From an optimization exercise on the open Yosys and OpenROAD flow, aimed at small area, a short achievable clock period and few clock cycles per item; shortcuts taken in it are not production practice.
In this exercise RTL edits were held to simulation tests only and were not proved equivalent to the original.
Power is estimated from default activity; no workload was simulated.

==> run a: inputs <==
==> flow/design.v <==
localparam [6:0] OPC_OP     = 7'b0110011;
localparam [6:0] OPC_OP_IMM = 7'b0010011;
localparam [6:0] OPC_LUI    = 7'b0110111;
`timescale 1ns/1ps
module core_top #(
    parameter int QN = 4             
) (
    input  logic        clk,
    input  logic        reset,
    input  logic        instr_valid,
    output logic        instr_ready,
    input  logic [31:0] instr,
    output logic        commit_valid,
    input  logic        commit_ready,
    output logic [36:0] commit       
);
localparam [6:0] OPC_OP     = 7'b0110011;
localparam [6:0] OPC_OP_IMM = 7'b0010011;
localparam [6:0] OPC_LUI    = 7'b0110111;
    localparam int NB = QN - 1;      
    localparam int BW = 2;           
    localparam int CW = 3;           
    logic          rdy_q;
    logic [CW-1:0] cnt_q;            
    logic [CW-1:0] cnt_nx;
    logic          in_legal, acc, pop;
    assign instr_ready = rdy_q;
    assign in_legal = (instr[6:0] == OPC_OP) || (instr[6:0] == OPC_OP_IMM) ||
                      (instr[6:0] == OPC_LUI);
    assign acc    = instr_valid && rdy_q && in_legal;
    assign cnt_nx = cnt_q + CW'(acc) - CW'(pop);
    always_ff @(posedge clk) begin
        if (reset) begin
            cnt_q <= '0;
            rdy_q <= 1'b1;
        end else begin
            cnt_q <= cnt_nx;
            rdy_q <= cnt_nx != CW'(QN);
        end
    end
    logic        d_v, d_we;          
    logic        d_reg;              
    logic        d_lui;
    logic [4:0]  d_rd;
    logic [31:1] d_s1, d_s2;         
    logic [2:0]  d_f3;
    logic        d_alt;              
    logic [19:0] d_imm;              
    logic        d_fxa, d_fxa_add, d_fxa_lt, d_fxa_rest, d_fwa;
    logic        d_fxb, d_fxb_add, d_fxb_lt, d_fxb_rest, d_fwb;
    logic        x_we, w_we;
    logic [4:0]  x_rd, w_rd;
    logic [4:0]  in_rs1, in_rs2;
    logic        in_reg, d_hit1, d_hit2, d_add, d_lt;
    assign in_reg = instr[5] & instr[4] & ~instr[2];     
    assign in_rs1 = instr[2] ? 5'd0 : instr[19:15];      
    assign in_rs2 = instr[24:20];
    assign d_hit1 = d_we && (d_rd == in_rs1);
    assign d_hit2 = d_we && (d_rd == in_rs2) && in_reg;
    assign d_add  = d_f3 == 3'b000;
    assign d_lt   = d_f3[2:1] == 2'b01;
    always_ff @(posedge clk) begin
        if (reset) begin
            d_v  <= 1'b0;
            d_we <= 1'b0;
        end else begin
            d_v  <= acc;
            d_we <= acc && (instr[11:7] != 5'd0);
        end
    end
    always_ff @(posedge clk) begin
        d_reg     <= in_reg;
        d_lui     <= instr[2];
        for (int i = 1; i < 32; i++) begin
            d_s1[i] <= in_rs1 == 5'(i);
            d_s2[i] <= in_rs2 == 5'(i);
        end
        d_rd      <= instr[11:7];
        d_f3      <= instr[2] ? 3'b000 : instr[14:12];
        d_alt     <= instr[30];
        d_imm     <= instr[31:12];
        d_fxa     <= d_hit1;
        d_fxa_add <= d_hit1 && d_add;
        d_fxa_lt  <= d_hit1 && d_lt;
        d_fxa_rest <= d_hit1 && !d_add;
        d_fwa     <= x_we && (x_rd == in_rs1);
        d_fxb     <= d_hit2;
        d_fxb_add <= d_hit2 && d_add;
        d_fxb_lt  <= d_hit2 && d_lt;
        d_fxb_rest <= d_hit2 && !d_add;
        d_fwb     <= x_we && (x_rd == in_rs2) && in_reg;
    end
    logic [31:0] rf [1:31];
    logic [31:0] w_data;
    logic        x_v;
    logic [31:0] x_ax;               
    logic [31:0] x_b;                
    logic [4:0]  x_shn;              
    logic        x_sub;              
    logic        x_add, x_slt, x_lt, x_xor, x_or, x_and, x_sll, x_srl, x_sra;
    logic [31:0] pp, gg, cc, pt;
    logic [31:0] sum;                
    logic        lt;                 
    logic [31:0] rest;               
    logic [31:0] x_res;
    logic [31:0] rf_a, rf_b, r_ax, r_b, r_imm, old_ax, old_b;
    logic        r_sub;              
    always_comb begin
        rf_a = '0;
        rf_b = '0;
        for (int i = 1; i < 32; i++) begin
            rf_a = rf_a | ({32{d_s1[i]}} & rf[i]);
            rf_b = rf_b | ({32{d_s2[i]}} & rf[i]);
        end
    end
    assign r_sub  = (d_f3 == 3'b000 && d_reg && d_alt) || d_f3 == 3'b010 || d_f3 == 3'b011;
    assign r_imm  = d_lui ? {d_imm, 12'b0} : {{20{d_imm[19]}}, d_imm[19:8]};
    assign old_ax = (d_fwa ? w_data : rf_a) ^ {32{r_sub}};
    assign old_b  = d_fwb ? w_data : d_reg ? rf_b : r_imm;
    logic [31:0] pa, a_c0, a_c1, b_c0, b_c1;
    assign pa   = pt ^ {32{r_sub}};
    assign a_c0 = d_fxa_add ? pa  : old_ax;
    assign a_c1 = d_fxa_add ? ~pa : old_ax;
    assign b_c0 = d_fxb_add ? pt  : old_b;
    assign b_c1 = d_fxb_add ? ~pt : old_b;
    logic [31:0] rest_a;
    assign rest_a = rest ^ {32{r_sub}};
    assign r_ax[31:1] = d_fxa_rest ? rest_a[31:1] : (cc[31:1] & a_c1[31:1] | ~cc[31:1] & a_c0[31:1]);
    assign r_ax[0]    = d_fxa_add ? pa[0] : d_fxa_lt ? (lt ^ r_sub) : d_fxa ? rest_a[0] : old_ax[0];
    assign r_b[31:1]  = d_fxb_rest ? rest[31:1] : (cc[31:1] & b_c1[31:1] | ~cc[31:1] & b_c0[31:1]);
    assign r_b[0]     = d_fxb_add ? pt[0] : d_fxb_lt ? lt : d_fxb ? rest[0] : old_b[0];
    always_ff @(posedge clk) begin
        if (reset) begin
            x_v  <= 1'b0;
            x_we <= 1'b0;
        end else begin
            x_v  <= d_v;
            x_we <= d_we;
        end
    end
    always_ff @(posedge clk) begin
        x_rd  <= d_rd;
        x_ax  <= r_ax;
        x_b   <= r_b;
        x_shn <= ~r_b[4:0];
        x_add <= d_f3 == 3'b000;
        x_sub <= r_sub;
        x_sll <= d_f3 == 3'b001;
        x_slt <= d_f3 == 3'b010;
        x_lt  <= d_f3 == 3'b010 || d_f3 == 3'b011;
        x_xor <= d_f3 == 3'b100;
        x_srl <= d_f3 == 3'b101 && !d_alt;
        x_sra <= d_f3 == 3'b101 && d_alt;
        x_or  <= d_f3 == 3'b110;
        x_and <= d_f3 == 3'b111;
    end
    logic [31:0] pl [6];
    logic [31:0] gl [6];
    assign pp = x_ax ^ x_b;
    assign gg = x_ax & x_b;
    assign pl[0] = pp;
    assign gl[0] = gg;
    for (genvar l = 0; l < 5; l++) begin : g_ks
        for (genvar i = 0; i < 32; i++) begin : g_bit
            if (i >= (1 << l)) begin : g_op
                assign gl[l+1][i] = gl[l][i] | (pl[l][i] & gl[l][i - (1 << l)]);
                assign pl[l+1][i] = pl[l][i] & pl[l][i - (1 << l)];
            end else begin : g_pass
                assign gl[l+1][i] = gl[l][i];
                assign pl[l+1][i] = pl[l][i];
            end
        end
    end
    assign cc  = {gl[5][30:0], 1'b0};    
    assign pt  = pp ^ {32{x_sub}};
    assign sum = pt ^ cc;
    assign lt  = (x_ax[31] != x_b[31]) ? cc[31] : (x_slt ? ~x_ax[31] : x_b[31]);
    logic [4:0]  sh;
    logic [31:0] shl, shr;
    assign sh  = ~x_shn;
    assign shl = x_ax << sh;
    assign shr = 32'($signed({x_sra & x_ax[31], x_ax}) >>> sh);
    assign rest = ({32{x_xor}}         & pp)
                | ({32{x_or}}          & (x_ax | x_b))
                | ({32{x_and}}         & gg)
                | ({32{x_sll}}         & shl)
                | ({32{x_srl | x_sra}} & shr);
    logic [31:0] res_c0, res_c1;
    assign res_c0 = x_add ? pt  : rest;
    assign res_c1 = x_add ? ~pt : rest;
    assign x_res[31:1] = cc[31:1] & res_c1[31:1] | ~cc[31:1] & res_c0[31:1];
    assign x_res[0]    = x_add ? pt[0] : x_lt ? lt : rest[0];
    always_ff @(posedge clk) begin
        if (reset) w_we <= 1'b0;
        else       w_we <= x_we;
    end
    always_ff @(posedge clk) begin
        w_rd   <= x_rd;
        w_data <= x_res;
    end
    logic [31:0] wr_data;
    assign wr_data = reset ? 32'd0 : w_data;
    always_ff @(posedge clk) begin
        for (int i = 1; i < 32; i++) begin
            if (reset || (w_we && w_rd == 5'(i))) rf[i] <= wr_data;
        end
    end
    logic          o_v;
    logic [36:0]   o_q;
    logic          w_pend;           
    logic [36:0]   b_q [NB];
    logic [BW-1:0] b_head, b_tail, b_head_nx, b_tail_nx;
    logic [CW-1:0] b_cnt;
    logic          o_free, b_any, take_b, take_w, take_x, push_b;
    logic [31:0]   o_old;
    assign commit_valid = o_v;
    assign commit       = o_q;
    assign pop          = o_v && commit_ready;
    assign o_free       = !o_v || commit_ready;      
    assign b_any        = b_cnt != '0;
    assign take_b       = o_free && b_any;
    assign take_w       = o_free && !b_any && w_pend;
    assign take_x       = o_free && !b_any && !w_pend && x_v;
    assign push_b       = w_pend && !take_w;
    assign b_head_nx    = (b_head == BW'(NB - 1)) ? {BW{1'b0}} : b_head + 1'b1;
    assign b_tail_nx    = (b_tail == BW'(NB - 1)) ? {BW{1'b0}} : b_tail + 1'b1;
    always_ff @(posedge clk) begin
        if (reset) begin
            o_v    <= 1'b0;
            w_pend <= 1'b0;
            b_head <= '0;
            b_tail <= '0;
            b_cnt  <= '0;
        end else begin
            if (o_free) o_v <= b_any || w_pend || x_v;
            w_pend <= x_v && !take_x;
            if (take_b) b_head <= b_head_nx;
            if (push_b) b_tail <= b_tail_nx;
            b_cnt <= b_cnt + CW'(push_b) - CW'(take_b);
        end
    end
    assign o_old = take_w ? w_data : take_b ? b_q[b_head][31:0] : o_q[31:0];
    logic [31:0] o_c0, o_c1;
    assign o_c0 = take_x ? res_c0 : o_old;
    assign o_c1 = take_x ? res_c1 : o_old;
    always_ff @(posedge clk) begin
        o_q[36:32] <= take_x ? x_rd : take_w ? w_rd : take_b ? b_q[b_head][36:32] : o_q[36:32];
        o_q[31:1]  <= cc[31:1] & o_c1[31:1] | ~cc[31:1] & o_c0[31:1];
        o_q[0]     <= take_x ? x_res[0] : o_old[0];
        if (push_b) b_q[b_tail] <= {w_rd, w_data};
    end
endmodule
==> flow/run.sh <==
#!/bin/bash
# synth_recipe.tcl (not shown) runs the flow's synth.tcl, then flattens the netlist and writes it again
# the make line also repeats each setting of config.mk as NAME=value (left out here)
make -C /OpenROAD-flow-scripts/flow DESIGN_CONFIG=/design/flow/config.mk WORK_HOME=/design/flow/orfs CLKGATE_MAP_FILE= SYNTH_SCRIPT=/design/flow/synth_recipe.tcl finish
==> flow/config.mk <==
export PLATFORM = sky130hd
export DESIGN_NAME = core_top
export DESIGN_NICKNAME = core_top
export VERILOG_FILES = /design/flow/design.v
export SDC_FILE = /design/flow/constraint.sdc
export NUM_CORES = 4
export LEC_CHECK = 0
export CAP_MARGIN = 20
export CORE_MARGIN = 2
export CORE_UTILIZATION = 45
export SETUP_SLACK_MARGIN = 2.6
export SLEW_MARGIN = 20
==> flow/constraint.sdc <==
create_clock -name core_clock -period 5.5 [get_ports {clk}]
set_input_delay 1.1000 -clock core_clock [delete_from_list [all_inputs] [get_ports {clk}]]
set_output_delay 1.1000 -clock core_clock [all_outputs]
set_load 0.01 [all_outputs]
==> run b (differences from run a) <==
CAP_MARGIN = 10   (was 20)
SLEW_MARGIN = 10   (was 20)
==> qor summary <==
                                                                          run a                    run b
Met3 demand-to-capacity share in global routing                           0.213                    0.216
VDD IR max                                                               307 uV                   345 uV
Number of vias in the routed layout                                       55200                    55400
Non-filler cells in the finished layout                                    7020                     7023
Worst R2R Path Depth                                                          9                        8
Detailed-router iteration count before antenna repair                        10                       13
Pwr Total                                                              30900 uW                 31100 uW
Result of the run                                       complete, no violations  complete, no violations
Count of cell instances traversed by the critical path                        9                        8
Met1 routing resource usage after global routing                          0.505                    0.506
Critical register-to-register path startpoint                          d_s2[12]                  d_s2[4]
Min cycle time layout                                                   3040 ps                  3180 ps
Total length of routed wires                                             315 mm                   315 mm
Data required time at the worst endpoint                                6170 ps                  6180 ps
Reported leakage power                                                0.0260 uW                0.0260 uW
Worst-path fanout max                                                        15                       14
Testbench counts of run a, summed over its fixed seeds: cycles 12,757, items 12,000.
Testbench counts of run b, summed over its fixed seeds: cycles 12,757, items 12,000.

[what the ideal ports hide]
No port has a modelled driver above. Below, the same layouts with a new extraction and two added sets of constraints.
Step 1 sets driving cells, clkbuf_16 on the clock port and buf_2 on the other inputs (assumed; they add their load-dependent delay and slew).
Step 2 adds t to the input delays and takes it off the output delays; t is the mean of the earliest and latest rising clock arrival at the registers after step 1. Input paths then give back, and output paths get back, about the clock's delay inside the block.
Three values: ideal, step 1, step 2; two values: the first two.
| run | t, ns | slack for setup (ns) | latest minus earliest clock arrival (ns) |
|---|---|---|---|
| run a | 0.889 | 2.462 / 2.462 / 1.884 | 0.077 / 0.077 |
| run b | 0.871 | 2.317 / 2.317 / 1.925 | 0.058 / 0.057 |
After both steps setup and hold are still met in every run listed. For run a, which loses most, drivers alone change the setup slack by 0.000 ns; drivers and shift together by -0.578 ns.
